What follows belongs to an exercise in optimizing a design on an open flow for a short achievable clock period and few clock cycles per item; a production flow would make more cautious choices.
In this exercise RTL edits were held to simulation tests only and were not proved equivalent to the original.
In every run shown here, the design's own scripts or RTL, not TritonCTS, make the clock network.
The flow treats the clock pin as an ideal source. Dropping or thinning the clock tree relies on that and would not hold on a real chip.
Power is estimated from default activity; no workload was simulated.

==> flow/design.v <==
`default_nettype none
package axi_wr_pkg;
    localparam int ADDR_W   = 32;
    localparam int DATA_W   = 32;
    localparam int STRB_W   = DATA_W / 8;
    localparam int ID_W     = 4;
    localparam int LEN_W    = 8;
    localparam int SIZE_W   = 3;
    localparam int MAX_SIZE = 2;
    localparam int PAGE_BIT = 12;
    localparam int AW_DEPTH = 2;
    localparam int D_DEPTH  = 3;
    localparam int W_DEPTH  = 3;
    localparam int B_DEPTH  = 5;
    localparam int AW_W  = ID_W + ADDR_W + LEN_W + SIZE_W + 2;
    localparam int W_W   = DATA_W + STRB_W + 1;
    localparam int B_W   = ID_W + 2;
    localparam int MEM_W = ID_W + ADDR_W + DATA_W + STRB_W + 1;
    typedef enum logic [1:0] {
        FIXED = 2'b00,
        INCR  = 2'b01,
        WRAP  = 2'b10,
        RSVD  = 2'b11
    } burst_e;
    typedef enum logic [1:0] {
        OKAY   = 2'b00,
        SLVERR = 2'b10
    } resp_e;
    typedef struct packed {
        logic [ID_W-1:0]   id;
        logic [ADDR_W-1:0] addr;
        logic [LEN_W-1:0]  len;
        logic [SIZE_W-1:0] size;
        burst_e            burst;
    } aw_cmd_t;
    typedef struct packed {
        logic [DATA_W-1:0] data;
        logic [STRB_W-1:0] strb;
        logic              last;
    } w_beat_t;
    typedef struct packed {
        logic [ID_W-1:0] id;
        resp_e           resp;
    } b_resp_t;
    typedef struct packed {
        logic [ID_W-1:0]   id;
        logic [ADDR_W-1:0] addr;
        logic              last;
        logic              serr;
    } beat_desc_t;
    localparam int DESC_W = ID_W + ADDR_W + 2;
    typedef struct packed {
        logic [ID_W-1:0]   id;
        logic [ADDR_W-1:0] addr;
        logic [DATA_W-1:0] data;
        logic [STRB_W-1:0] strb;
        logic              last;
    } mem_wr_t;
endpackage
`default_nettype wire
`timescale 1ns/1ps
`default_nettype none
module sync_fifo #(
    parameter int WIDTH = 8,
    parameter int DEPTH = 4
) (
    input  wire logic             clk,
    input  wire logic             rst_n,
    input  wire logic             push,
    input  wire logic [WIDTH-1:0] din,
    output logic                  ready,
    input  wire logic             pop,
    output logic      [WIDTH-1:0] dout,
    output logic                  nempty
);
    localparam int PW = (DEPTH > 1) ? $clog2(DEPTH) : 1;
    logic [WIDTH-1:0] mem [DEPTH];
    logic [PW-1:0]    wr_ptr;
    logic [PW-1:0]    rd_ptr;
    logic [PW-1:0]    wr_inc;
    logic [PW-1:0]    rd_inc;
    logic [DEPTH-1:0] occ;
    logic [DEPTH-1:0] occ_up;
    logic [DEPTH-1:0] occ_dn;
    logic             ready_q;
    logic             up;
    logic             dn;
    assign ready  = ready_q;
    assign nempty = occ[0];
    assign wr_inc = (DEPTH == 1 || wr_ptr == PW'(DEPTH - 1)) ? '0 : wr_ptr + 1'b1;
    assign rd_inc = (DEPTH == 1 || rd_ptr == PW'(DEPTH - 1)) ? '0 : rd_ptr + 1'b1;
    assign up     = push && !pop;
    assign dn     = pop && !push;
    generate
        if (DEPTH == 1) begin : g_one
            assign dout   = mem[0];
            assign occ_up = 1'b1;
            assign occ_dn = 1'b0;
        end else begin : g_many
            assign dout   = mem[rd_ptr];
            assign occ_up = {occ[DEPTH-2:0], 1'b1};
            assign occ_dn = {1'b0, occ[DEPTH-1:1]};
        end
    endgenerate
    always_ff @(posedge clk) begin
        for (int i = 0; i < DEPTH; i++) begin
            if (push && wr_ptr == PW'(i)) mem[i] <= din;
        end
    end
    always_ff @(posedge clk or negedge rst_n) begin
        if (!rst_n) begin
            wr_ptr  <= '0;
            rd_ptr  <= '0;
            occ     <= '0;
            ready_q <= 1'b0;
        end else begin
            if (push) wr_ptr <= wr_inc;
            if (pop)  rd_ptr <= rd_inc;
            if (up) begin
                occ     <= occ_up;
                ready_q <= !occ_up[DEPTH-1];
            end else if (dn) begin
                occ     <= occ_dn;
                ready_q <= 1'b1;
            end else begin
                ready_q <= !occ[DEPTH-1];
            end
        end
    end
endmodule
`default_nettype wire
`default_nettype none
module peek_fifo #(
    parameter int WIDTH = 8,
    parameter int DEPTH = 3
) (
    input  wire logic             clk,
    input  wire logic             rst_n,
    input  wire logic             push,
    input  wire logic [WIDTH-1:0] din,
    output logic                  ready,
    input  wire logic             pop,
    output logic      [WIDTH-1:0] head,
    output logic      [WIDTH-1:0] head2,
    output logic      [DEPTH-1:0] occ
);
    localparam int PW = $clog2(DEPTH);
    logic [WIDTH-1:0] mem [DEPTH];
    logic [PW-1:0]    wr_ptr;
    logic [PW-1:0]    rd_ptr;
    logic [PW-1:0]    wr_inc;
    logic [PW-1:0]    rd_inc;
    logic [DEPTH-1:0] occ_q;
    logic [DEPTH-1:0] occ_up;
    logic [DEPTH-1:0] occ_dn;
    logic             ready_q;
    logic             up;
    logic             dn;
    assign ready  = ready_q;
    assign occ    = occ_q;
    assign wr_inc = (wr_ptr == PW'(DEPTH - 1)) ? '0 : wr_ptr + 1'b1;
    assign rd_inc = (rd_ptr == PW'(DEPTH - 1)) ? '0 : rd_ptr + 1'b1;
    assign head   = mem[rd_ptr];
    assign head2  = mem[rd_inc];
    assign occ_up = {occ_q[DEPTH-2:0], 1'b1};
    assign occ_dn = {1'b0, occ_q[DEPTH-1:1]};
    assign up     = push && !pop;
    assign dn     = pop && !push;
    always_ff @(posedge clk) begin
        for (int i = 0; i < DEPTH; i++) begin
            if (push && wr_ptr == PW'(i)) mem[i] <= din;
        end
    end
    always_ff @(posedge clk or negedge rst_n) begin
        if (!rst_n) begin
            wr_ptr  <= '0;
            rd_ptr  <= '0;
            occ_q   <= '0;
            ready_q <= 1'b0;
        end else begin
            if (push) wr_ptr <= wr_inc;
            if (pop)  rd_ptr <= rd_inc;
            if (up) begin
                occ_q   <= occ_up;
                ready_q <= !occ_up[DEPTH-1];
            end else if (dn) begin
                occ_q   <= occ_dn;
                ready_q <= 1'b1;
            end else begin
                ready_q <= !occ_q[DEPTH-1];
            end
        end
    end
endmodule
`default_nettype wire
`timescale 1ns/1ps
`default_nettype none
module aw_decode (
    input  wire axi_wr_pkg::aw_cmd_t            cmd,
    output logic [6:0]                          mask,
    output logic                                fixed,
    output logic                                size_err
);
    always_comb begin
        mask     = ~(7'h7f << cmd.size);
        fixed    = (cmd.burst == axi_wr_pkg::FIXED);
        size_err = (cmd.size > axi_wr_pkg::SIZE_W'(axi_wr_pkg::MAX_SIZE));
    end
endmodule
`default_nettype wire
`timescale 1ns/1ps
`default_nettype none
module burst_engine (
    input  wire logic                      clk,
    input  wire logic                      rst_n,
    input  wire axi_wr_pkg::aw_cmd_t       cmd,
    input  wire logic                      cmd_nempty,
    output logic                           cmd_pop,
    input  wire axi_wr_pkg::w_beat_t       beat,
    input  wire axi_wr_pkg::w_beat_t       beat2,
    input  wire logic [1:0]                beat_occ,
    output logic                           beat_pop,
    output axi_wr_pkg::mem_wr_t            mem,
    output logic                           mem_we,
    input  wire logic                      mem_ready,
    input  wire logic                      can_start,
    output logic                           start,
    output logic                           resp_push,
    output logic                           resp_size_err,
    output logic [axi_wr_pkg::ID_W-1:0]    resp_id
);
    localparam int PB = axi_wr_pkg::PAGE_BIT;
    localparam int AW = axi_wr_pkg::ADDR_W;
    localparam int DW = axi_wr_pkg::DESC_W;
    logic                              act_q;
    logic [axi_wr_pkg::ID_W-1:0]       id_q;
    logic [AW-1:0]                     addr_q;
    logic [axi_wr_pkg::LEN_W-1:0]      rem_q;
    logic                              rz_q;
    logic [6:0]                        mask_q;
    logic                              fixed_q;
    logic                              serr_q;
    logic [6:0]                        dec_mask;
    logic                              dec_fixed;
    logic                              dec_serr;
    axi_wr_pkg::beat_desc_t            desc_in;
    axi_wr_pkg::beat_desc_t            desc;
    axi_wr_pkg::beat_desc_t            desc2;
    logic [axi_wr_pkg::D_DEPTH-1:0]    desc_occ;
    logic                              desc_ready;
    axi_wr_pkg::mem_wr_t               mem_q;
    axi_wr_pkg::mem_wr_t               mem_cur;
    axi_wr_pkg::mem_wr_t               mem_next;
    logic                              mem_we_q;
    logic                              write;
    logic                              fire;
    logic                              fire_q;
    logic [axi_wr_pkg::ID_W-1:0]       pid_q;
    logic                              pserr_q;
    logic                              gen;
    logic                              load;
    logic [PB-1:0]                     filled;
    logic [PB-1:0]                     stepped;
    logic [7:0]                        size_bit;
    logic                              next_carry;
    logic                              load_carry;
    logic                              carry_q;
    aw_decode u_aw_decode (
        .cmd      (cmd),
        .mask     (dec_mask),
        .fixed    (dec_fixed),
        .size_err (dec_serr)
    );
    assign gen     = act_q && desc_ready;
    assign load    = cmd_nempty && can_start && (!act_q || (gen && rz_q));
    assign start   = load;
    assign cmd_pop = load;
    assign filled     = addr_q[PB-1:0] | {5'd0, mask_q};
    assign stepped    = filled + 1'b1;
    assign size_bit   = {1'b0, mask_q} ^ {mask_q, 1'b1};
    assign next_carry = (&(addr_q[PB-1:0] | {4'd0, mask_q, 1'b1})) &&
                        !(|(addr_q[7:0] & size_bit));
    assign load_carry = &(cmd.addr[PB-1:0] | {5'd0, dec_mask});
    always_ff @(posedge clk or negedge rst_n) begin
        if (!rst_n) act_q <= 1'b0;
        else if (load) act_q <= 1'b1;
        else if (gen && rz_q) act_q <= 1'b0;
    end
    always_ff @(posedge clk) begin
        if (load) begin
            id_q    <= cmd.id;
            addr_q  <= cmd.addr;
            rem_q   <= cmd.len;
            rz_q    <= (cmd.len == 8'd0);
            mask_q  <= dec_mask;
            fixed_q <= dec_fixed;
            serr_q  <= dec_serr;
            carry_q <= load_carry;
        end else if (gen) begin
            rem_q <= rem_q - 1'b1;
            rz_q  <= (rem_q == 8'd1);
            if (fixed_q) begin
                addr_q[PB-1:0] <= addr_q[PB-1:0] & ~{5'd0, mask_q};
            end else if (!carry_q) begin
                addr_q[PB-1:0] <= stepped;
                carry_q        <= next_carry;
            end
        end
    end
    always_comb begin
        desc_in.id   = id_q;
        desc_in.addr = addr_q;
        desc_in.last = rz_q;
        desc_in.serr = serr_q;
    end
    peek_fifo #(
        .WIDTH (DW),
        .DEPTH (axi_wr_pkg::D_DEPTH)
    ) u_desc_fifo (
        .clk    (clk),
        .rst_n  (rst_n),
        .push   (gen),
        .din    (desc_in),
        .ready  (desc_ready),
        .pop    (write),
        .head   (desc),
        .head2  (desc2),
        .occ    (desc_occ)
    );
    assign write    = mem_we_q && mem_ready;
    assign beat_pop = write;
    assign fire     = write && desc.last;
    assign mem           = mem_q;
    assign mem_we        = mem_we_q;
    assign resp_push     = fire_q;
    assign resp_size_err = pserr_q;
    assign resp_id       = pid_q;
    always_comb begin
        mem_cur.id    = desc.id;
        mem_cur.addr  = desc.addr;
        mem_cur.data  = beat.data;
        mem_cur.strb  = beat.strb;
        mem_cur.last  = beat.last;
        mem_next.id   = desc2.id;
        mem_next.addr = desc2.addr;
        mem_next.data = beat2.data;
        mem_next.strb = beat2.strb;
        mem_next.last = beat2.last;
    end
    always_ff @(posedge clk or negedge rst_n) begin
        if (!rst_n) begin
            mem_we_q <= 1'b0;
            fire_q   <= 1'b0;
        end else begin
            mem_we_q <= write ? (desc_occ[1] && beat_occ[1]) : (desc_occ[0] && beat_occ[0]);
            fire_q   <= fire;
        end
    end
    always_ff @(posedge clk) begin
        mem_q <= write ? mem_next : mem_cur;
        if (fire) begin
            pid_q   <= desc.id;
            pserr_q <= desc.serr;
        end
    end
endmodule
`default_nettype wire
`timescale 1ns/1ps
`default_nettype none
module wresp_gen (
    input  wire logic                        clk,
    input  wire logic                        rst_n,
    input  wire logic                        start,
    output logic                             can_start,
    input  wire logic                        push,
    input  wire logic                        size_err,
    input  wire logic [axi_wr_pkg::ID_W-1:0] id,
    output axi_wr_pkg::b_resp_t              b,
    output logic                             b_valid,
    input  wire logic                        b_ready
);
    localparam int CAP = axi_wr_pkg::B_DEPTH;
    axi_wr_pkg::b_resp_t         new_resp;
    axi_wr_pkg::b_resp_t         q_head;
    axi_wr_pkg::b_resp_t         q_head2;
    logic [axi_wr_pkg::B_DEPTH-1:0] q_occ;
    axi_wr_pkg::b_resp_t         b_q;
    logic                        b_valid_q;
    logic                        b_pop;
    logic [CAP-1:0]              out_q;
    always_comb begin
        new_resp.id   = id;
        new_resp.resp = size_err ? axi_wr_pkg::SLVERR : axi_wr_pkg::OKAY;
    end
    assign b         = b_q;
    assign b_valid   = b_valid_q;
    assign b_pop     = b_valid_q && b_ready;
    assign can_start = !out_q[CAP-1];
    peek_fifo #(
        .WIDTH (axi_wr_pkg::B_W),
        .DEPTH (axi_wr_pkg::B_DEPTH)
    ) u_b_fifo (
        .clk    (clk),
        .rst_n  (rst_n),
        .push   (push),
        .din    (new_resp),
        .ready  (),
        .pop    (b_pop),
        .head   (q_head),
        .head2  (q_head2),
        .occ    (q_occ)
    );
    always_ff @(posedge clk or negedge rst_n) begin
        if (!rst_n) begin
            b_valid_q <= 1'b0;
            out_q     <= '0;
        end else begin
            b_valid_q <= b_pop ? q_occ[1] : q_occ[0];
            case ({start, b_pop})
                2'b10:   out_q <= {out_q[CAP-2:0], 1'b1};
                2'b01:   out_q <= {1'b0, out_q[CAP-1:1]};
                default: out_q <= out_q;
            endcase
        end
    end
    always_ff @(posedge clk) begin
        b_q <= b_pop ? q_head2 : q_head;
    end
endmodule
`default_nettype wire
`timescale 1ns/1ps
`default_nettype none
module axi_wr_slave (
    input  wire logic                  clk,
    input  wire logic                  rst_n,
    input  wire axi_wr_pkg::aw_cmd_t   aw,
    input  wire logic                  aw_valid,
    output logic                       aw_ready,
    input  wire axi_wr_pkg::w_beat_t   w,
    input  wire logic                  w_valid,
    output logic                       w_ready,
    output axi_wr_pkg::b_resp_t        b,
    output logic                       b_valid,
    input  wire logic                  b_ready,
    output axi_wr_pkg::mem_wr_t        mem,
    output logic                       mem_we,
    input  wire logic                  mem_ready
);
    axi_wr_pkg::aw_cmd_t           aw_head;
    axi_wr_pkg::w_beat_t           w_head;
    axi_wr_pkg::w_beat_t           w_head2;
    logic [axi_wr_pkg::W_DEPTH-1:0] w_occ;
    logic                          aw_nempty;
    logic                          aw_pop;
    logic                          w_pop;
    logic                          can_start;
    logic                          start;
    logic                          resp_push;
    logic                          resp_size_err;
    logic [axi_wr_pkg::ID_W-1:0]   resp_id;
    sync_fifo #(
        .WIDTH (axi_wr_pkg::AW_W),
        .DEPTH (axi_wr_pkg::AW_DEPTH)
    ) u_aw_fifo (
        .clk    (clk),
        .rst_n  (rst_n),
        .push   (aw_valid && aw_ready),
        .din    (aw),
        .ready  (aw_ready),
        .pop    (aw_pop),
        .dout   (aw_head),
        .nempty (aw_nempty)
    );
    peek_fifo #(
        .WIDTH (axi_wr_pkg::W_W),
        .DEPTH (axi_wr_pkg::W_DEPTH)
    ) u_w_fifo (
        .clk    (clk),
        .rst_n  (rst_n),
        .push   (w_valid && w_ready),
        .din    (w),
        .ready  (w_ready),
        .pop    (w_pop),
        .head   (w_head),
        .head2  (w_head2),
        .occ    (w_occ)
    );
    burst_engine u_burst_engine (
        .clk           (clk),
        .rst_n         (rst_n),
        .cmd           (aw_head),
        .cmd_nempty    (aw_nempty),
        .cmd_pop       (aw_pop),
        .beat          (w_head),
        .beat2         (w_head2),
        .beat_occ      (w_occ[1:0]),
        .beat_pop      (w_pop),
        .mem           (mem),
        .mem_we        (mem_we),
        .mem_ready     (mem_ready),
        .can_start     (can_start),
        .start         (start),
        .resp_push     (resp_push),
        .resp_size_err (resp_size_err),
        .resp_id       (resp_id)
    );
    wresp_gen u_wresp_gen (
        .clk       (clk),
        .rst_n     (rst_n),
        .start     (start),
        .can_start (can_start),
        .push      (resp_push),
        .size_err  (resp_size_err),
        .id        (resp_id),
        .b         (b),
        .b_valid   (b_valid),
        .b_ready   (b_ready)
    );
endmodule
`default_nettype wire
==> flow/flow/run.sh <==
#!/bin/bash
# Standard synthesis and layout with three changes:
# - the clock tree: the clock port feeds four first-level clock buffers,
#   each feeding a share of 24 leaf buffers placed at the centres of
#   flip-flop clusters, so every flip-flop sees two clock buffers
#   (balanced, lower insertion delay than the stock H-tree);
# - sizing may change a cell's footprint (MATCH_CELL_FOOTPRINT=0);
# - port buffering and timing repair do not use delay cells (nodly.tcl).
# Each step's full output goes to a log of its own here.
set -euo pipefail
here=$(pwd)
nd="$here/flow/nodly.tcl"
hooks=(MATCH_CELL_FOOTPRINT=0 PRE_FLOORPLAN_TCL="$nd" PRE_GLOBAL_PLACE_TCL="$nd"
       PRE_RESIZE_TCL="$nd" PRE_REPAIR_TIMING_POST_PLACE_TCL="$nd" PRE_DETAIL_PLACE_TCL="$nd"
       PRE_GLOBAL_ROUTE_TCL="$nd" PRE_DETAIL_ROUTE_TCL="$nd")
bash standard.sh synth > "$here/log_1_synth.log" 2>&1
bash standard.sh "${hooks[@]}" floorplan place > "$here/log_2_place.log" 2>&1
bash standard.sh "${hooks[@]}" PRE_CTS_TCL="$here/flow/cts_tree.tcl" cts > "$here/log_3_cts.log" 2>&1
bash standard.sh "${hooks[@]}" finish > "$here/log_4_finish.log" 2>&1
==> flow/flow/cts_tree.tcl <==
# Manual two-level clock tree: the clock port feeds NROOT first-level
# buffers, each feeding its share of NLEAF leaf buffers, each leaf feeding
# a cluster of flip-flop clock pins (k-means on pin location).
proc kmeans {pts k iters} {
  # pts: list of {x y}; returns list of cluster index per point and centroids
  set n [llength $pts]
  set cents {}
  # seed: sort by x then pick evenly spaced
  set sorted [lsort -real -index 0 $pts]
  for {set i 0} {$i < $k} {incr i} { lappend cents [lindex $sorted [expr {int(($i + 0.5) * $n / $k)}]] }
  set asg [lrepeat $n 0]
  for {set it 0} {$it < $iters} {incr it} {
    set asg {}
    foreach p $pts {
      lassign $p x y
      set best 0; set bd 1e18; set ci 0
      foreach c $cents { lassign $c cx cy; set d [expr {($x-$cx)*($x-$cx)+($y-$cy)*($y-$cy)}]; if {$d < $bd} {set bd $d; set best $ci}; incr ci }
      lappend asg $best
    }
    set sx [lrepeat $k 0.0]; set sy [lrepeat $k 0.0]; set sn [lrepeat $k 0]
    foreach p $pts a $asg { lassign $p x y; lset sx $a [expr {[lindex $sx $a]+$x}]; lset sy $a [expr {[lindex $sy $a]+$y}]; lset sn $a [expr {[lindex $sn $a]+1}] }
    set nc {}
    for {set i 0} {$i < $k} {incr i} { if {[lindex $sn $i] > 0} { lappend nc [list [expr {[lindex $sx $i]/[lindex $sn $i]}] [expr {[lindex $sy $i]/[lindex $sn $i]}]] } else { lappend nc [lindex $cents $i] } }
    set cents $nc
  }
  return [list $asg $cents]
}

proc build_tree {nroot nleaf bufname} {
  set block [ord::get_db_block]
  set master [[ord::get_db] findMaster $bufname]
  set clknet [$block findNet clk]
  # sinks
  set sinks {}; set pts {}
  foreach it [$clknet getITerms] {
    set inst [$it getInst]
    if {[[$inst getMaster] isSequential] || [string match "*df*" [[$inst getMaster] getName]]} {
      lassign [$inst getLocation] x y
      lappend sinks $it; lappend pts [list $x $y]
    }
  }
  puts "sinks [llength $sinks]"
  lassign [kmeans $pts $nleaf 20] asg cents
  # leaf buffers
  set leaves {}
  for {set i 0} {$i < $nleaf} {incr i} {
    set b [odb::dbInst_create $block $master "clkleaf_$i"]
    set n [odb::dbNet_create $block "clknet_leaf_$i"]
    $n setSigType CLOCK
    lassign [lindex $cents $i] cx cy
    $b setLocation [expr {int($cx)}] [expr {int($cy)}]
    $b setPlacementStatus PLACED
    [$b findITerm X] connect $n
    lappend leaves $b
  }
  foreach it $sinks a $asg { $it disconnect; $it connect [$block findNet "clknet_leaf_$a"] }
  # first level: cluster the leaves
  set lpts {}
  foreach c $cents { lappend lpts $c }
  lassign [kmeans $lpts $nroot 20] rasg rcents
  for {set r 0} {$r < $nroot} {incr r} {
    set b [odb::dbInst_create $block $master "clkroot_$r"]
    set n [odb::dbNet_create $block "clknet_root_$r"]
    $n setSigType CLOCK
    lassign [lindex $rcents $r] cx cy
    $b setLocation [expr {int($cx)}] [expr {int($cy)}]
    $b setPlacementStatus PLACED
    [$b findITerm X] connect $n
    [$b findITerm A] connect $clknet
  }
  foreach l $leaves a $rasg { [$l findITerm A] connect [$block findNet "clknet_root_$a"] }
  $clknet setSigType CLOCK
}

# Run from cts.tcl's PRE_CTS hook: build the tree here and leave
# clock_tree_synthesis with nothing to do. The rest of the CTS step
# (legalisation, timing repair, checks) runs as usual.
source [file join [file dirname [info script]] nodly.tcl]
source [file join [file dirname [info script]] outfix.tcl]
fix_outputs sky130_fd_sc_hd__buf_4 sky130_fd_sc_hd__buf_2
build_tree 4 24 sky130_fd_sc_hd__clkbuf_16
rename clock_tree_synthesis ""
proc clock_tree_synthesis {args} { puts "manual clock tree in place; clock_tree_synthesis skipped" }
==> flow/flow/nodly.tcl <==
# Keep delay cells out of port buffering and timing repair: sizing picks
# them as "larger" buffers although they are slow. Hold is met without them.
set_dont_use [get_lib_cells {sky130_fd_sc_hd__clkdlybuf4s* sky130_fd_sc_hd__dlygate* sky130_fd_sc_hd__dlymetal*}]
==> flow/flow/outfix.tcl <==
# For each output port: the port buffer, and the flip-flop that drives it.
proc out_pairs {} {
  set block [ord::get_db_block]
  set pairs {}
  foreach bt [$block getBTerms] {
    if {[$bt getIoType] ne "OUTPUT"} continue
    set net [$bt getNet]
    set drv ""
    foreach it [$net getITerms] { if {[$it isOutputSignal]} { set drv $it } }
    if {$drv eq ""} continue
    set buf [$drv getInst]
    set ain ""
    foreach it [$buf getITerms] { if {[$it isInputSignal]} { set ain $it } }
    if {$ain eq ""} continue
    set ff ""
    foreach it [[$ain getNet] getITerms] { if {[$it isOutputSignal]} { set ff [$it getInst] } }
    if {$ff eq "" || ![[$ff getMaster] isSequential]} continue
    lappend pairs [list $buf $ff $ain]
  }
  return $pairs
}

# Move each output flip-flop next to its port buffer, give the port buffer
# more drive, and hang the flip-flop's other loads off a buffer of their own
# so the flip-flop output sees only the port buffer and that one buffer.
proc fix_outputs {bufcell splitcell} {
  set block [ord::get_db_block]
  set db [ord::get_db]
  set bm [$db findMaster $bufcell]
  set sm [$db findMaster $splitcell]
  set n 0; set s 0
  foreach p [out_pairs] {
    lassign $p buf ff ain
    lassign [$buf getLocation] x y
    $ff setLocation $x $y
    if {$bufcell ne ""} { $buf swapMaster $bm }
    set qnet [$ain getNet]
    set others {}
    foreach it [$qnet getITerms] {
      if {[$it isInputSignal] && [$it getInst] ne $buf} { lappend others $it }
    }
    if {[llength $others] > 0} {
      set sb [odb::dbInst_create $block $sm "outsplit_$s"]
      set sn [odb::dbNet_create $block "outsplit_net_$s"]
      $sb setLocation $x $y
      $sb setPlacementStatus PLACED
      foreach it $others { $it disconnect; $it connect $sn }
      foreach it [$sb getITerms] {
        if {[$it isInputSignal]} { $it connect $qnet }
        if {[$it isOutputSignal]} { $it connect $sn }
      }
      incr s
    }
    incr n
  }
  puts "fixed $n output flip-flops, split $s"
}
==> flow/standard.sh <==
#!/bin/bash
# synth_recipe.tcl (not shown) runs the flow's synth.tcl, then flattens the netlist and writes it again
# the make line also repeats each setting of config.mk as NAME=value (left out here)
make -C /OpenROAD-flow-scripts/flow DESIGN_CONFIG=/design/flow/config.mk WORK_HOME=/design/flow/orfs CLKGATE_MAP_FILE= SYNTH_SCRIPT=/design/flow/synth_recipe.tcl "${@:-finish}"
==> flow/config.mk <==
export PLATFORM = sky130hd
export DESIGN_NAME = axi_wr_slave
export DESIGN_NICKNAME = axi_wr_slave
export VERILOG_FILES = /design/flow/design.v
export SDC_FILE = /design/flow/constraint.sdc
export NUM_CORES = 4
export LEC_CHECK = 0
export ABC_CLOCK_PERIOD_IN_PS = 1800
export CAP_MARGIN = 20
export CORE_MARGIN = 2
export CORE_UTILIZATION = 45
export GPL_TIMING_DRIVEN = 0
export PLACE_DENSITY = 0.6
export SETUP_SLACK_MARGIN = 3.6
export SLEW_MARGIN = 20
==> flow/constraint.sdc <==
create_clock -name core_clock -period 5.5 [get_ports {clk}]
set_input_delay 1.1000 -clock core_clock [delete_from_list [all_inputs] [get_ports {clk}]]
set_output_delay 1.1000 -clock core_clock [all_outputs]
set_load 0.01 [all_outputs]
==> flow_summary.yaml, run 1 <==
timing:
  max_freq_ghz: 0.4965
  period_needed_ns: 2.014
  max-slew-margin-rel_pct: 52.06
  clock_skew_ns: 0.06437
  timing.final.crit_share_pct: 36.62
  hold_viol: 0
  slew_violations: 0
  layout_setup_ws_ns: 3.486
  setup_violations: 0
  tightest_slew_ns: 0.7192
  fin_setup_tns_ns: 0
  rsz0062_at_grt: "yes"
yosys:
  syn-mean-instance-area_sq_um: 14.05
  synth_ff_type: "edfxtp_1"
  yosysSeqAreaShare_pct: 70.90
  synthArstFlopShare_pct: 7.780
  ys_ff_latch: 527
  yosys_warnings: 11
  synthCells: 1490
  synth_area_sq_um: 20930
  ys_types: 67
  synth-edff-count: 408
  synth_nets: 1611
hold_path:
  worstHoldPathCells: 0
  min_path_type: "flop to flop"
  min_from: "u_burst_engine.addr_q[13]$_DFFE_PP_"
cells_and_area:
  drive_above_1_share_pct: 32.49
  nets: 1936
  final_util_pct: 57.82
  final_cell_mix: "408 x edfxtp_1, 118 x nand2_1, 112 x buf_1"
  final_common_cell: "edfxtp_1"
  diodes: 0
  n_fill_cell: 3561
  area_delta_synth_final_pct: 27.81
drt:
  dr.pass1.iters: 5
  wirelength_microns: 52350
  via_per_inst: 5.702
  wire_per_inst_microns: 21.63
  drt_iter0_markers: 1257
  antenna_left: 0
  num_vias: 13800
  drc: 0
status:
  status: "complete, no violations"
setup_path:
  worst_setup_path_end_kind: "output port"
  r2r_cells: 8
  path_delay_family: "flip-flops"
  r2r_start: "u_burst_engine.u_desc_fifo.rd_ptr[0]$_DFFE_PN0P_"
  startpoint: "u_aw_fifo.ready_q$_DFF_PN0_"
  cp_data_arrival_time_ns: 0.91
  critPathKind: "flop to output port"
  cp.depth: 1
  critPathSlowestCell: "dfrtp_1"
  cp_max_fo: 2
  slowest_delay_ns: 0.41
  crit_chain: "buf_6"
  critical_path_buf_inv_count: 1
  setup.worst_path.start_class: "flop"
  required_ns: 4.40
grt:
  grtUsageTotal_pct: 20.82
  grtUsageMet2_pct: 37.55
  grt.busiest_layer: "met2"
  grt_pass1_wl_microns: 78120
  grt_max_degree: 44
  antenna_found_initial: 1
  met3_usage_pct: 2.788
  grtUsageMet1_pct: 26.37
  grt_pass1_vias: 13740
  overflow: 0
placed_design:
  port_buffers: 173
  place_ws_ns: 2.856
  dp_hpwl_microns: 32400
  place_congestion: 0.8153
clocking:
  clk_pin_slew_ns: 0.11
  insertion_delay_ns: 0.38
pwr:
  p_per_area_nw_per_um2: 624.4
  ir_drop_mv: 0.4458
  total_power_mw: 16.70
  leakagePower_nw: 9.357
die:
  die_h_microns: 219.7
  ioPinCount: 175
  rows: 79
  core_area_sq_um: 46260
  die_w_microns: 219.7
  start_util_pct: 45.24
  dieArea_sq_um: 48250
job:
  maxCapViolations: 0
[report_power, final]
part           internal (mW)  leakage (nW)  switching, mW
Sequential              5.94          4.95          0.734
Combinational           3.52          4.07           4.48
Clock                  0.915         0.345           1.12
[worst register-to-register path, stage by stage, from the launching register on]
cell      delay (ns)
dfrtp_1         0.40
inv_1           0.14
ha_1            0.21
clkbuf_4        0.23
buf_4           0.24
a22oi_1         0.09
nand2_1         0.07
o21ai_0         0.12
a21oi_2         0.29
[worst paths after layout]
kind / to / slack [ns]
worst max-delay path: aw_ready / 3.49
worst min-delay path: u_burst_engine.u_desc_fifo.mem[1][15]$_DFFE_PP_ / 0.46
worst max register to register: u_burst_engine.mem_q[53]$_DFF_P_ / 3.61
worst min register to register: u_burst_engine.u_desc_fifo.mem[1][15]$_DFFE_PP_ / 0.46
max in group asynchronous: u_wresp_gen.u_b_fifo.rd_ptr[0]$_DFFE_PN0P_ / 4.12
min in group asynchronous: u_aw_fifo.occ[1]$_DFFE_PN0P_ / 0.78
[cells in the mapped netlist, types with 8 or more instances]
master | count | area share [%]
xor2_1 | 8 | 0.33
a21oi_1 | 106 | 2.5
mux2i_1 | 22 | 1.1
nand2_1 | 128 | 2.3
o21ai_0 | 120 | 2.9
nand2b_1 | 8 | 0.24
edfxtp_1 | 408 | 59
a22oi_1 | 91 | 3.3
buf_2 | 8 | 0.19
nor2_1 | 34 | 0.61
ha_1 | 29 | 1.7
inv_1 | 26 | 0.47
nand3_1 | 9 | 0.22
dfxtp_1 | 78 | 7.5
a211oi_1 | 73 | 2.6
clkbuf_1 | 62 | 1.1
nor4_1 | 9 | 0.27
buf_1 | 17 | 0.30
a22o_1 | 75 | 3.1
dfrtp_1 | 41 | 4.9
xnor2_1 | 9 | 0.38
mux2_2 | 27 | 1.5
[per-layer routing]
metal | routed length [microns] | part of all wire (%)
met5 | 11 | 0.021
met4 | 1501 | 2.9
met3 | 3110 | 5.9
met2 | 26700 | 51
met1 | 21030 | 40
[flip-flops by register name (all words and copies together), names as in the netlist, 7 cells and up]
signal,cells
u_wresp_gen.u_b_fifo.mem,25
u_w_fifo.mem,111
u_burst_engine.rem_q,8
u_aw_fifo.mem,98
u_burst_engine.addr_q,32
u_burst_engine.mask_q,7
u_burst_engine.mem_q,73
u_burst_engine.u_desc_fifo.mem,114
[timing repair]
action / CTS / global route
cloned: 22 / 0
gates resized for setup: 460 / 273
setup endpoints to repair: 424 / 200
setup buffers: 60 / 16
pin swaps: 30 / 8
hold buffers: 0 / 0
[per-stage QoR]
step	area, sq um	instances	hold slack, ns
after floorplan	21180	1490	0.4401
after global placement	22580	2270	0.4456
after detailed placement	22960	2290	0.4565
after CTS	26070	2404	0.4565
after global routing	26750	2420	0.4788
final	26750	2420	0.4560
[final cells by class]
class | count | area, sq um | area share [%]
flip-flops and latches | 527 | 14920 | 55.80
well taps | 607 | 759.5 | 2.839
repair buffers | 287 | 2665 | 9.964
inverters | 28 | 122.6 | 0.4584
multi-input cells | 849 | 6812 | 25.47
plain buffers | 122 | 1465 | 5.478
[cells by family after synthesis]
| logic type | count (synthesis) | share of synthesized area [%] |
|---|---|---|
| buffers and inverters | 118 | 2.272 |
| adders and majority gates | 29 | 1.734 |
| other | 1 | 0.01792 |
| xor gates and xnor gates | 17 | 0.7115 |
| muxes | 50 | 2.571 |
| DFF | 527 | 70.90 |
| AOI/OAI and AO/OA | 511 | 16.45 |
| and+or+nand+nor | 237 | 5.339 |
Testbench counts, summed over its fixed seeds: cycles 14,376, beats 13,386.
==> run 2: changes to the inputs <==
--- a/flow/config.mk
+++ b/flow/config.mk
@@ -7,8 +7,8 @@
 export LEC_CHECK = 0
-export ABC_CLOCK_PERIOD_IN_PS = 1800
+export ABC_CLOCK_PERIOD_IN_PS = 1000
 export CAP_MARGIN = 20
 export CORE_MARGIN = 2
-export CORE_UTILIZATION = 45
-export GPL_TIMING_DRIVEN = 0
-export PLACE_DENSITY = 0.6
+export CORE_UTILIZATION = 55
+export GPL_TIMING_DRIVEN = 1
+export PLACE_DENSITY = 0.55
 export SETUP_SLACK_MARGIN = 3.6
==> run 2 against run 1 <==
  * Still clean on timing, DRC and antenna
  * Sequential power is 1% higher
  * Routed wire length is 3.8% higher
  * First-iteration DRC count is 22% lower
  * Clock power hardly changed
  * Fmax is 0.39% higher
  * Combinational power is 5.6% lower
  * Sequential share of layout area is 0.72 points higher
  * Cell count is 4.7% lower
  * Power is 2.3% lower
  * Utilization is 12 points higher
  * Critical path type unchanged
  * Highest routed layer is now met4
==> flow_summary.yaml, run 2 <==
die:
  die_h_microns: 199.1
  dieArea_sq_um: 39630
  die_w_microns: 199.1
  start_util_pct: 55.70
  rows: 71
  ioPinCount: 175
  core_area_sq_um: 37580
yosys:
  ys_types: 67
  yosysSeqAreaShare_pct: 70.90
  ys_ff_latch: 527
  yosys_warnings: 11
  synthCells: 1490
  syn-mean-instance-area_sq_um: 14.05
  synthTopCellsByCount: "408 x edfxtp_1, 128 x nand2_1, 120 x o21ai_0"
  synth_most_common_cell: "edfxtp_1"
  synth_top_cells_by_area: "edfxtp_1 59%, dfxtp_1 7.5%, dfrtp_1 4.9%, a22oi_1 3.3%, a22o_1 3.1%"
  synth_ff_type: "edfxtp_1"
  synth_nets: 1611
  synth_top_area_share_pct: 58.54
  synthArstFlopShare_pct: 7.780
  synth_top_area_cell: "edfxtp_1"
  synth_area_sq_um: 20930
  synth-edff-count: 408
setup_path:
  path_delay_family: "flip-flops"
  slowest_delay_ns: 0.41
  critPathKind: "flop to output port"
  crit_chain: "buf_4"
  setup.worst_path.start_class: "flop"
  required_ns: 4.40
  critical_path_buf_inv_count: 1
  cp_max_fo: 2
  cp_data_arrival_time_ns: 0.91
  critPathSlowestCell: "dfrtp_1"
  worst_setup_path_end_kind: "output port"
timing:
  hold_viol: 0
  timing.final.crit_share_pct: 36.48
  slew_violations: 0
  rsz0062_at_grt: "yes"
  max_freq_ghz: 0.4984
  period_needed_ns: 2.006
  fin_setup_tns_ns: 0
  clock_skew_ns: 0.05124
  max-slew-margin-rel_pct: 45.37
  setup_violations: 0
  tightest_slew_ns: 0.8124
cells_and_area:
  nets: 1918
  largest_register: "u_burst_engine.u_desc_fifo.mem"
  reg_top3: "u_burst_engine.u_desc_fifo.mem: 114 flops, u_w_fifo.mem: 111 flops, u_aw_fifo.mem: 98 flops"
  final_util_pct: 70.25
  n_fill_cell: 2506
  final_cell_mix: "408 x edfxtp_1, 127 x buf_1, 118 x nand2_1"
  drive_above_1_share_pct: 30.25
  area_delta_synth_final_pct: 26.13
  diodes: 0
  final_common_cell: "edfxtp_1"
  finalNonFillerCells: 2306
  largest_reg_flops: 114
pwr:
  p_per_area_nw_per_um2: 618.0
  ir_drop_mv: 0.3602
  leakagePower_nw: 9.109
clocking:
  clk_pin_slew_ns: 0.08
  insertion_delay_ns: 0.39
  hold_buffers: 0
grt:
  grt_pass1_vias: 13850
  grt_max_degree: 38
  overflow: 0
  grtUsageTotal_pct: 27.03
  grt_pass1_wl_microns: 80850
  antenna_found_initial: 0
placed_design:
  port_buffers: 173
  place_inst: 2104
  place_congestion: 0.8095
  dp_hpwl_microns: 25850
drt:
  num_vias: 13990
  dr.pass1.iters: 5
  drt_iter0_markers: 984
  drc: 0
  via_per_inst: 6.065
  antenna_left: 0
  wirelength_microns: 54330
  wire_per_inst_microns: 23.56
hold_path:
  min_path_type: "flop to flop"
job:
  maxCapViolations: 0
status:
  status: "complete, no violations"
==> run 2: cell types whose count changed in the layout (fill, tap and decap cells not counted), sizes merged <==
cell	before	now
clkinvlp	2	1
inv	26	27
nand2	128	149
clkbuf	89	58
buf	320	310
nor2	35	37
==> run 2: path summary, 6_finish.rpt <==
kind                                                           from                                              end  slack (ns)  cells past startpoint
worst max-delay path              u_burst_engine.mem_we_q$_DFF_PN0_                                           mem_we        3.49                      1
worst min-delay path            u_burst_engine.addr_q[19]$_DFFE_PP_  u_burst_engine.u_desc_fifo.mem[2][21]$_DFFE_PP_        0.48                      0
worst max register to register    u_burst_engine.mem_we_q$_DFF_PN0_                    u_w_fifo.occ_q[2]$_DFFE_PN0P_        3.57                      7
worst min register to register  u_burst_engine.addr_q[19]$_DFFE_PP_  u_burst_engine.u_desc_fifo.mem[2][21]$_DFFE_PP_        0.48                      0
max in group asynchronous                                     rst_n                       u_w_fifo.ready_q$_DFF_PN0_        4.04                      2
min in group asynchronous                                     rst_n                     u_aw_fifo.wr_ptr$_DFFE_PN0P_        0.70                      1
==> run 2: per-stage QoR <==
step | hold slack, ns | power, mW | worst slack (ns) | cell area [sq um]
after CTS | 0.4534 | 15.44 | 3.321 | 25820
after global routing | 0.5041 | 17.19 | 3.468 | 26400
after floorplan | 0.4401 | 10.17 | 2.889 | 21180
final | 0.4750 | 16.31 | 3.494 | 26400
after detailed placement | 0.4534 | 11.66 | 2.303 | 22170
after global placement | 0.4483 | 11.53 | 2.311 | 22150
==> run 2: worst register-to-register path: stages, from the launching register on <==
cell and delay [ns]:
dfrtp_1 0.39, clkbuf_8 0.57, nand2_8 0.19, clkinvlp_4 0.14, buf_1 0.17, ha_4 0.24
nand2_1 0.07, o21ai_0 0.07
==> run 2: cell type report <==
| class | instances | area (sq um) | area share [%] |
|---|---|---|---|
| multi-input cells | 872 | 7146 | 27.07 |
| well taps | 511 | 639.4 | 2.422 |
| plain buffers | 32 | 729.5 | 2.763 |
| repair buffers | 336 | 2836 | 10.75 |
| flip-flops and latches | 527 | 14920 | 56.52 |
| inverters | 28 | 126.4 | 0.4787 |
==> run 2: what timing repair did <==
action	in CTS	in global routing
gates cloned	41	0
setup buffers	97	32
pin swaps	42	5
setup endpoints to repair	554	271
resized for setup	371	162
==> run 2: where the power goes <==
part           switching [mW]  internal [mW]
Combinational            4.42           3.13
Clock                    1.11          0.915
Sequential              0.805           5.94
Total                    6.33           9.98
==> run 2: layer usage <==
| layer | track usage [%] | up-vias | wire [microns] |
|---|---|---|---|
| li1 | - | 6396 | - |
| met1 | 35.22 | 6991 | 21650 |
| met2 | 48.34 | 496 | 27640 |
| met3 | 2.616 | 104 | 3348 |
| met4 | 7.739 | 0 | 1696 |
| met5 | 0 | - | 0 |
==> run 2: logic make-up (layout without fill, tap and decap cells) <==
| logic type | count (synthesis) | in the layout | synth area share, % |
|---|---|---|---|
| other cells | 1 | 1 | 0.01792 |
| flops | 527 | 527 | 70.90 |
| fa+ha+maj | 29 | 29 | 1.734 |
| mux | 50 | 50 | 2.571 |
| compound gates | 511 | 511 | 16.45 |
| xor+xnor | 17 | 17 | 0.7115 |
| buf+inv | 118 | 396 | 2.272 |
| simple gates | 237 | 264 | 5.339 |
==> run 3: changes to the inputs <==
--- a/flow/config.mk
+++ b/flow/config.mk
@@ -7,3 +7,3 @@
 export LEC_CHECK = 0
-export ABC_CLOCK_PERIOD_IN_PS = 1000
+export ABC_CLOCK_PERIOD_IN_PS = 1400
 export CAP_MARGIN = 20
==> run 3 against run 2 <==
  * Still clean
  * Register-to-register slack barely moved
  * Sequential cell count did not move
  * Clock skew did not move
  * Power did not move
  * Global-route usage did not move
  * Design area did not move
  * Hold slack did not move
  * Setup slack did not move
  * Synthesized cell count did not move
  * Fmax did not move
  * Die area did not move
  * Via count did not move
  * Largest cell class unchanged
==> flow_summary.yaml, run 3 <==
status:
  status: "complete, no violations"
yosys:
  ys_ff_latch: 527
  synth_top_area_cell: "edfxtp_1"
  synth_top_cells_by_area: "edfxtp_1 59%, dfxtp_1 7.5%, dfrtp_1 4.9%, a22oi_1 3.3%, a22o_1 3.1%"
  yosys_warnings: 11
  ys_types: 67
  synth_top_area_share_pct: 58.54
  synth-edff-count: 408
  synthCells: 1490
  syn-mean-instance-area_sq_um: 14.05
  synthArstFlopShare_pct: 7.780
  synth_area_sq_um: 20930
  yosysSeqAreaShare_pct: 70.90
  synth_most_common_cell: "edfxtp_1"
  synthTopCellsByCount: "408 x edfxtp_1, 128 x nand2_1, 120 x o21ai_0"
  synth_nets: 1611
  synth_ff_type: "edfxtp_1"
die:
  ioPinCount: 175
  rows: 71
  core_area_sq_um: 37580
  dieArea_sq_um: 39630
  die_h_microns: 199.1
  die_w_microns: 199.1
  start_util_pct: 55.70
grt:
  antenna_found_initial: 0
  grt_pass1_vias: 13850
  grt_max_degree: 38
  grtUsageTotal_pct: 27.03
  overflow: 0
  grt_pass1_wl_microns: 80850
timing:
  max-slew-margin-rel_pct: 45.37
  rsz0062_at_grt: "yes"
  tightest_slew_ns: 0.8124
  setup_violations: 0
  hold_viol: 0
  clock_skew_ns: 0.05124
  fin_setup_tns_ns: 0
  slew_violations: 0
  period_needed_ns: 2.006
  whs_ns: 0.4750
  timing.final.crit_share_pct: 36.48
  max_freq_ghz: 0.4984
pwr:
  total_power_mw: 16.31
  ir_drop_mv: 0.3602
  leakagePower_nw: 9.109
  p_per_area_nw_per_um2: 618.0
cells_and_area:
  nets: 1918
  reg_top3: "u_burst_engine.u_desc_fifo.mem: 114 flops, u_w_fifo.mem: 111 flops, u_aw_fifo.mem: 98 flops"
  drive_above_1_share_pct: 30.25
  n_fill_cell: 2506
  largest_register: "u_burst_engine.u_desc_fifo.mem"
  final_common_cell: "edfxtp_1"
  area_delta_synth_final_pct: 26.13
  final_cell_mix: "408 x edfxtp_1, 127 x buf_1, 118 x nand2_1"
  largest_reg_flops: 114
  diodes: 0
setup_path:
  path_delay_family: "flip-flops"
  critical_path_buf_inv_count: 1
  r2r_cells: 7
  startpoint: "u_burst_engine.mem_we_q$_DFF_PN0_"
  cp_max_fo: 2
  r2r-end: "u_w_fifo.occ_q[2]$_DFFE_PN0P_"
  worst_setup_path_end_kind: "output port"
  ff2ff_setup_slack_ns: 3.57
  required_ns: 4.40
  setup.worst_path.start_class: "flop"
  crit_chain: "buf_4"
  cp.depth: 1
  cp_data_arrival_time_ns: 0.91
  r2r_start: "u_burst_engine.mem_we_q$_DFF_PN0_"
  critPathSlowestCell: "dfrtp_1"
  slowest_delay_ns: 0.41
  cp-endpoint: "mem_we"
  critPathKind: "flop to output port"
clocking:
  hold_buffers: 0
  clk_pin_slew_ns: 0.08
  insertion_delay_ns: 0.39
drt:
  via_per_inst: 6.065
  wirelength_microns: 54330
  drt_iter0_markers: 984
  drc: 0
  antenna_left: 0
  wire_per_inst_microns: 23.56
  dr.pass1.iters: 5
  num_vias: 13990
placed_design:
  place_congestion: 0.8095
  dp_hpwl_microns: 25850
  port_buffers: 173
hold_path:
  min_path_type: "flop to flop"
  worstHoldPathCells: 0
job:
  maxCapViolations: 0
-- run 3: repair_timing --
item,CTS,global route
resized for setup,371,162
gates cloned,41,0
pin swaps,42,5
endpoints found under the setup margin,554,271
buffers inserted,97,32
-- run 3: power breakdown --
| part | switching, mW | internal, mW |
|---|---|---|
| Clock | 1.11 | 0.915 |
| Sequential | 0.805 | 5.94 |
| Combinational | 4.42 | 3.13 |
-- run 3: area by class of cell --
| cell class | count | area [sq um] | share of cell area [%] |
|---|---|---|---|
| inverters | 28 | 126.4 | 0.4787 |
| well taps | 511 | 639.4 | 2.422 |
| flip-flops and latches | 527 | 14920 | 56.52 |
| multi-input cells | 872 | 7146 | 27.07 |
| repair buffers | 336 | 2836 | 10.75 |
| plain buffers | 32 | 729.5 | 2.763 |
-- run 3: worst min-delay path by stage --
| stage | end | slack [ns] | from |
|---|---|---|---|
| 6_report | u_burst_engine.u_desc_fifo.mem[2][21]$_DFFE_PP_ | 0.48 | u_burst_engine.addr_q[19]$_DFFE_PP_ |
| 5_1_grt | u_burst_engine.u_desc_fifo.mem[2][19]$_DFFE_PP_ | 0.50 | u_burst_engine.addr_q[17]$_DFFE_PP_ |
| 4_1_cts | u_burst_engine.u_desc_fifo.mem[1][19]$_DFFE_PP_ | 0.45 | u_burst_engine.addr_q[17]$_DFFE_PP_ |
| 3_5_place_dp | u_burst_engine.u_desc_fifo.mem[1][19]$_DFFE_PP_ | 0.45 | u_burst_engine.addr_q[17]$_DFFE_PP_ |
| 3_3_place_gp | u_burst_engine.u_desc_fifo.mem[1][17]$_DFFE_PP_ | 0.45 | u_burst_engine.addr_q[15]$_DFFE_PP_ |
| 2_1_floorplan | u_burst_engine.u_desc_fifo.mem[0][0]$_DFFE_PP_ | 0.44 | u_burst_engine.serr_q$_DFFE_PP_ |
-- run 3: logic make-up (layout without fill, tap and decap cells) --
logic type | count (synthesis) | count (layout) | synth area share (%)
AO/OA/AOI/OAI | 511 | 511 | 16.45
AND/OR/NAND/NOR | 237 | 264 | 5.339
buffers and inverters | 118 | 396 | 2.272
flip-flops | 527 | 527 | 70.90
multiplexers | 50 | 50 | 2.571
adder cells (fa/ha/maj) | 29 | 29 | 1.734
XOR/XNOR | 17 | 17 | 0.7115
other | 1 | 1 | 0.01792
-- run 3: per-layer routing --
metal | GRT usage (%) | vias to the layer above | share of wire, %
li1 | - | 6396 | -
met1 | 35.22 | 6991 | 40
met2 | 48.34 | 496 | 51
met3 | 2.616 | 104 | 6.2
met4 | 7.739 | 0 | 3.1
met5 | 0 | - | 0
-- run 3: per-stage QoR --
stage	util (%)	cells	setup slack, ns	cell area (sq um)
finish	70.25	2306	3.494	26400
global route	70.25	2306	3.468	26400
CTS	68.71	2274	3.321	25820
detailed placement	59.01	2104	2.303	22170
global placement	58.95	2103	2.311	22150
floorplan	-	1490	2.889	21180
==> run 4: changes to the inputs <==
--- a/flow/config.mk
+++ b/flow/config.mk
@@ -7,3 +7,3 @@
 export LEC_CHECK = 0
-export ABC_CLOCK_PERIOD_IN_PS = 1400
+export ABC_CLOCK_PERIOD_IN_PS = 1800
 export CAP_MARGIN = 20
==> run 4 against run 3 <==
  * Setup slack unchanged
  * Die area unchanged
  * Highest routed layer unchanged
  * Utilization unchanged
  * Cell count unchanged
  * Via count unchanged
  * Sequential cell count unchanged
  * Critical path depth unchanged
==> flow_summary.yaml, run 4 <==
yosys:
  synth_most_common_cell: "edfxtp_1"
  yosys_warnings: 11
  ys_ff_latch: 527
  synth_top_area_cell: "edfxtp_1"
  synthCells: 1490
  synth_area_sq_um: 20930
  synthTopCellsByCount: "408 x edfxtp_1, 128 x nand2_1, 120 x o21ai_0"
  synth-edff-count: 408
  synth_top_area_share_pct: 58.54
  syn-mean-instance-area_sq_um: 14.05
  synth_nets: 1611
  synth_ff_type: "edfxtp_1"
  yosysSeqAreaShare_pct: 70.90
  synth_top_cells_by_area: "edfxtp_1 59%, dfxtp_1 7.5%, dfrtp_1 4.9%, a22oi_1 3.3%, a22o_1 3.1%"
  ys_types: 67
  synthArstFlopShare_pct: 7.780
setup_path:
  r2r_cells: 7
  ff2ff_setup_slack_ns: 3.57
  path_delay_family: "flip-flops"
  r2r-end: "u_w_fifo.occ_q[2]$_DFFE_PN0P_"
  critPathKind: "flop to output port"
  worst_setup_path_end_kind: "output port"
  cp_max_fo: 2
  slowest_delay_ns: 0.41
  crit_chain: "buf_4"
  critical_path_buf_inv_count: 1
  r2r_start: "u_burst_engine.mem_we_q$_DFF_PN0_"
  critPathSlowestCell: "dfrtp_1"
  required_ns: 4.40
  setup.worst_path.start_class: "flop"
  cp_data_arrival_time_ns: 0.91
grt:
  grt.busiest_layer: "met2"
  met3_usage_pct: 2.616
  overflow: 0
  grtUsageMet1_pct: 35.22
  grtUsageMet2_pct: 48.34
  grt_pass1_wl_microns: 80850
  antenna_found_initial: 0
  grtUsageTotal_pct: 27.03
  grt_max_degree: 38
  grt_pass1_vias: 13850
pwr:
  ir_drop_mv: 0.3602
  p_per_area_nw_per_um2: 618.0
  leakagePower_nw: 9.109
timing:
  timing.final.crit_share_pct: 36.48
  period_needed_ns: 2.006
  layout_setup_ws_ns: 3.494
  fin_setup_tns_ns: 0
  hold_viol: 0
  rsz0062_at_grt: "yes"
  setup_violations: 0
  max_freq_ghz: 0.4984
  max-slew-margin-rel_pct: 45.37
  slew_violations: 0
  tightest_slew_ns: 0.8124
  clock_skew_ns: 0.05124
cells_and_area:
  diodes: 0
  n_fill_cell: 2506
  largest_reg_flops: 114
  final_cell_mix: "408 x edfxtp_1, 127 x buf_1, 118 x nand2_1"
  reg_top3: "u_burst_engine.u_desc_fifo.mem: 114 flops, u_w_fifo.mem: 111 flops, u_aw_fifo.mem: 98 flops"
  final_common_cell: "edfxtp_1"
  largest_register: "u_burst_engine.u_desc_fifo.mem"
  drive_above_1_share_pct: 30.25
  finalNonFillerCells: 2306
  nets: 1918
  area_delta_synth_final_pct: 26.13
hold_path:
  min_from: "u_burst_engine.addr_q[19]$_DFFE_PP_"
  worstHoldPathCells: 0
  hold-path-endpoint: "u_burst_engine.u_desc_fifo.mem[2][21]$_DFFE_PP_"
  min_path_type: "flop to flop"
job:
  maxCapViolations: 0
die:
  dieArea_sq_um: 39630
  die_h_microns: 199.1
  ioPinCount: 175
  start_util_pct: 55.70
  rows: 71
  die_w_microns: 199.1
  core_area_sq_um: 37580
drt:
  antenna_left: 0
  wire_per_inst_microns: 23.56
  drc: 0
  dr.pass1.iters: 5
  wirelength_microns: 54330
  drt_iter0_markers: 984
  via_per_inst: 6.065
  num_vias: 13990
clocking:
  insertion_delay_ns: 0.39
  clk_pin_slew_ns: 0.08
status:
  status: "complete, no violations"
placed_design:
  port_buffers: 173
  place_congestion: 0.8095
  place_ws_ns: 2.303
  place_inst: 2104
  dp_hpwl_microns: 25850
## run 4: worst max path at each step
stage | startpoint | cells past startpoint | to | slack (ns)
floorplan | w_valid | 2 | u_w_fifo.mem[1][0]$_DFFE_PP_ | 2.89
global placement | w_valid | 4 | u_w_fifo.mem[1][1]$_DFFE_PP_ | 2.31
detailed placement | w_valid | 4 | u_w_fifo.mem[1][4]$_DFFE_PP_ | 2.30
CTS | mem_ready | 8 | u_burst_engine.mem_q[11]$_DFF_P_ | 3.32
global route | u_burst_engine.mem_we_q$_DFF_PN0_ | 1 | mem_we | 3.47
finish | u_burst_engine.mem_we_q$_DFF_PN0_ | 1 | mem_we | 3.49
## run 4: timing repair
item	CTS	global route
buffers inserted	97	32
pin swaps	42	5
hold buffers	0	0
gates cloned	41	0
resized for setup	371	162
setup endpoints to repair	554	271
## run 4: final cells by class
class / instances / area [sq um] / area share (%)
plain buffers: 32 / 729.5 / 2.763
inverters: 28 / 126.4 / 0.4787
multi-input cells: 872 / 7146 / 27.07
flip-flops and latches: 527 / 14920 / 56.52
well taps: 511 / 639.4 / 2.422
repair buffers: 336 / 2836 / 10.75
## run 4: power by group
| part | switching, mW | total, mW | internal [mW] |
|---|---|---|---|
| sequential | 0.805 | 6.75 | 5.94 |
| combinational | 4.42 | 7.55 | 3.13 |
| clock | 1.11 | 2.02 | 0.915 |
| total | 6.33 | 16.3 | 9.98 |
## run 4: logic make-up after synthesis
kind of cell,count (synthesis),synth area share [%]
AO/OA/AOI/OAI,511,16.45
XOR/XNOR,17,0.7115
adder cells (fa/ha/maj),29,1.734
buffers and inverters,118,2.272
flip-flops,527,70.90
multiplexers,50,2.571
other,1,0.01792
AND/OR/NAND/NOR,237,5.339
## run 4: per-stage QoR
step           util, %  hold WS [ns]  cell area, sq um  power, mW
2_1_floorplan        -        0.4401             21180      10.17
3_5_place_dp     59.01        0.4534             22170      11.66
3_3_place_gp     58.95        0.4483             22150      11.53
4_1_cts          68.71        0.4534             25820      15.44
5_1_grt          70.25        0.5041             26400      17.19
6_report         70.25        0.4750             26400      16.31
## run 4: metal layers
metal | wire (microns) | vias to the layer above
met2 | 27640 | 496
li1 | - | 6396
met1 | 21650 | 6991
met4 | 1696 | 0
met5 | 0 | -
met3 | 3348 | 104
==> run 5: changes to the inputs <==
--- a/flow/flow/cts_tree.tcl
+++ b/flow/flow/cts_tree.tcl
@@ -42,2 +42,5 @@
   puts "sinks [llength $sinks]"
+  # About 18 flip-flops per leaf buffer at most
+  set nleaf [expr {max($nleaf, ([llength $sinks] + 17) / 18)}]
+  puts "leaf buffers $nleaf"
   lassign [kmeans $pts $nleaf 20] asg cents
--- a/flow/flow/outfix.tcl
+++ b/flow/flow/outfix.tcl
@@ -42,3 +42,5 @@
     if {[llength $others] > 0} {
-      set sb [odb::dbInst_create $block $sm "outsplit_$s"]
+      # A wide internal fanout gets a strong buffer
+      set m [expr {[llength $others] > 4 ? [$db findMaster sky130_fd_sc_hd__buf_12] : $sm}]
+      set sb [odb::dbInst_create $block $m "outsplit_$s"]
       set sn [odb::dbNet_create $block "outsplit_net_$s"]
==> run 5 against run 4 <==
  * Sequential power about the same
  * First-iteration DRC count increased by 4.4%
  * Power increased by 2.1%
  * Synthesized cell count unchanged
  * Fmax decreased by 1.2%
  * Setup slack got worse by 0.025 ns
  * Critical path type unchanged
  * Critical endpoint unchanged
==> flow_summary.yaml, run 5 <==
status:
  status: "complete, no violations"
cells_and_area:
  area_delta_synth_final_pct: 26.96
  diodes: 0
  final_cell_mix: "408 x edfxtp_1, 138 x buf_1, 121 x nand2_1"
  final_util_pct: 70.71
  final_common_cell: "edfxtp_1"
  largest_reg_flops: 114
  final_area_sq_um: 26570
  largest_register: "u_burst_engine.u_desc_fifo.mem"
  reg_top3: "u_burst_engine.u_desc_fifo.mem: 114 flops, u_w_fifo.mem: 111 flops, u_aw_fifo.mem: 98 flops"
  drive_above_1_share_pct: 32.01
  nets: 1938
yosys:
  ys_types: 67
  synth_ff_type: "edfxtp_1"
  yosys_warnings: 11
  synth_top_cells_by_area: "edfxtp_1 59%, dfxtp_1 7.5%, dfrtp_1 4.9%, a22oi_1 3.3%, a22o_1 3.1%"
  synth_top_area_cell: "edfxtp_1"
  synthTopCellsByCount: "408 x edfxtp_1, 128 x nand2_1, 120 x o21ai_0"
  synth_nets: 1611
  syn-mean-instance-area_sq_um: 14.05
  synth_area_sq_um: 20930
  synth_most_common_cell: "edfxtp_1"
  yosysSeqAreaShare_pct: 70.90
  ys_ff_latch: 527
  synthCells: 1490
  synth-edff-count: 408
  synth_top_area_share_pct: 58.54
  synthArstFlopShare_pct: 7.780
clocking:
  hold_buffers: 0
  insertion_delay_ns: 0.39
  clk_pin_slew_ns: 0.08
setup_path:
  required_ns: 4.40
  worst_setup_path_end_kind: "output port"
  path_delay_family: "flip-flops"
  setup.worst_path.start_class: "flop"
  critPathKind: "flop to output port"
  cp_data_arrival_time_ns: 0.93
  critical_path_buf_inv_count: 1
  crit_chain: "buf_6"
  critPathSlowestCell: "dfrtp_1"
  cp_max_fo: 2
  slowest_delay_ns: 0.44
timing:
  period_needed_ns: 2.032
  tightest_slew_ns: 0.6927
  fin_setup_tns_ns: 0
  rsz0062_at_grt: "yes"
  hold_viol: 0
  timing.final.crit_share_pct: 36.94
  slew_violations: 0
  setup_violations: 0
  clock_skew_ns: 0.07315
  max-slew-margin-rel_pct: 53.77
  max_freq_ghz: 0.4922
  layout_setup_ws_ns: 3.468
grt:
  grtUsageTotal_pct: 27.29
  antenna_found_initial: 0
  grt_pass1_wl_microns: 81370
  grt_pass1_vias: 13770
  grt_max_degree: 35
  overflow: 0
drt:
  drt_iter0_markers: 1027
  wire_per_inst_microns: 24.00
  wirelength_microns: 55830
  dr.pass1.iters: 5
  wl_met2_microns: 28360
  drc: 0
  via_per_inst: 6.076
  wl_met3_microns: 3597
  m1WireLength_microns: 21830
  antenna_left: 0
  num_vias: 14130
  highest_layer: "met4"
die:
  ioPinCount: 175
  die_w_microns: 199.1
  dieArea_sq_um: 39630
  core_area_sq_um: 37580
  rows: 71
  start_util_pct: 55.70
  die_h_microns: 199.1
placed_design:
  place_congestion: 0.8095
  place_ws_ns: 2.303
  port_buffers: 173
  dp_hpwl_microns: 25850
  place_area_sq_um: 22170
job:
  maxCapViolations: 0
pwr:
  p_comb_share_pct: 45.9
  switchingPower_mw: 6.418
  clockPowerShare_pct: 13.5
  p_per_area_nw_per_um2: 626.9
  leakagePower_nw: 9.198
  seqPwrFrac_pct: 40.5
  ir_drop_mv: 0.3496
  p_int_mw: 10.24
  swShare_pct: 38.53
hold_path:
  min_path_type: "flop to flop"
-- run 5: worst paths after layout --
kind | start | end | slack, ns | cells after the start
worst max-delay path | u_burst_engine.mem_we_q$_DFF_PN0_ | mem_we | 3.47 | 1
worst min-delay path | u_burst_engine.addr_q[19]$_DFFE_PP_ | u_burst_engine.u_desc_fifo.mem[1][21]$_DFFE_PP_ | 0.45 | 0
worst max register to register | u_burst_engine.mem_we_q$_DFF_PN0_ | u_w_fifo.occ_q[1]$_DFFE_PN0P_ | 3.52 | 7
worst min register to register | u_burst_engine.addr_q[19]$_DFFE_PP_ | u_burst_engine.u_desc_fifo.mem[1][21]$_DFFE_PP_ | 0.45 | 0
max in group asynchronous | rst_n | u_w_fifo.occ_q[0]$_DFFE_PN0P_ | 4.03 | 2
min in group asynchronous | rst_n | u_aw_fifo.wr_ptr$_DFFE_PN0P_ | 0.66 | 1
-- run 5: cell families (layout without fill, tap and decap cells) --
logic type      after synthesis  count (layout)  share of synthesized area (%)
flops                       527             527                          70.90
compound gates              511             511                          16.45
simple gates                237             262                          5.339
xor+xnor                     17              17                         0.7115
buf+inv                     118             418                          2.272
fa+ha+maj                    29              29                          1.734
other cells                   1               1                        0.01792
mux                          50              50                          2.571
-- run 5: power by group through the flow --
| stage | sequential, mW | clock, mW | combinational, mW |
|---|---|---|---|
| 2_1_floorplan | 6.62 | 0 | 3.55 |
| 3_5_place_dp | 6.74 | 0 | 4.92 |
| 5_1_grt | 6.88 | 2.42 | 8.22 |
| 3_3_place_gp | 6.71 | 0 | 4.83 |
| 4_1_cts | 6.72 | 1.81 | 7.01 |
| 6_report | 6.75 | 2.25 | 7.65 |
-- run 5: area by class of cell --
type | instances | area [sq um]
tap | 511 | 639.4
fill | 2481 | 11010
timing repair inverter | 1 | 8.758
multi-input combinational | 870 | 7081
inverter | 28 | 131.4
timing repair buffer | 351 | 2905
sequential | 527 | 14930
buffer | 38 | 880.8
-- run 5: what timing repair did --
item,4_1_cts,5_1_grt
gates cloned,39,1
gates resized for setup,363,190
setup buffers,82,62
setup endpoints to repair,554,252
pin swaps,48,10
-- run 5: worst reg2reg max path, delay by kind of cell, from the launching register on --
family,cells,cell delay [ns]
buffers and inverters,3,0.83
adder cells (fa/ha/maj),1,0.23
AO/OA/AOI/OAI,1,0.09
flip-flops,1,0.43
AND/OR/NAND/NOR,2,0.25
-- run 5: routing by layer --
layer  up-vias  GRT usage (%)
met2       551          48.50
met5         -              0
li1       6435              -
met1      7037          35.18
met4         0          8.596
met3       109          3.156
-- run 5: stage by stage --
step                hold WS (ns)  cells  power (mW)
floorplan                 0.4401   1490       10.17
global placement          0.4483   2103       11.53
detailed placement        0.4534   2104       11.66
CTS                       0.4534   2263       15.54
global route              0.4646   2326       17.52
finish                    0.4492   2326       16.66

[static timing again, ports no longer ideal]
No port has a modelled driver above. Below, the same layouts with a new extraction and two added sets of constraints. Step 1 sets driving cells, clkbuf_16 on the clock port and buf_2 on the other inputs (assumed; they add their load-dependent delay and slew). Step 2 moves the port delays by t, midway between the first and last clock arrival at a register: inputs arrive t later, outputs are due t later. That takes back most of the time a late clock gives input paths. Slacks: ideal / step 1 / step 2; pairs: ideal / step 1.
| run | t (ns) | setup slack, ns | slew at the worst register clock pin (ns) | pins driven straight from the clock port |
|---|---|---|---|---|
| run 1 | 0.470 | 3.486 / 3.364 / 3.230 | 0.11 / 0.11 | 4 |
| run 2 | 0.480 | 3.494 / 3.366 / 3.208 | 0.12 / 0.12 | 4 |
| run 3 | 0.480 | 3.494 / 3.366 / 3.208 | 0.12 / 0.12 | 4 |
| run 4 | 0.480 | 3.494 / 3.366 / 3.208 | 0.12 / 0.12 | 4 |
| run 5 | 0.485 | 3.468 / 3.342 / 3.224 | 0.11 / 0.11 | 4 |
After both steps setup and hold are still met in every run listed.
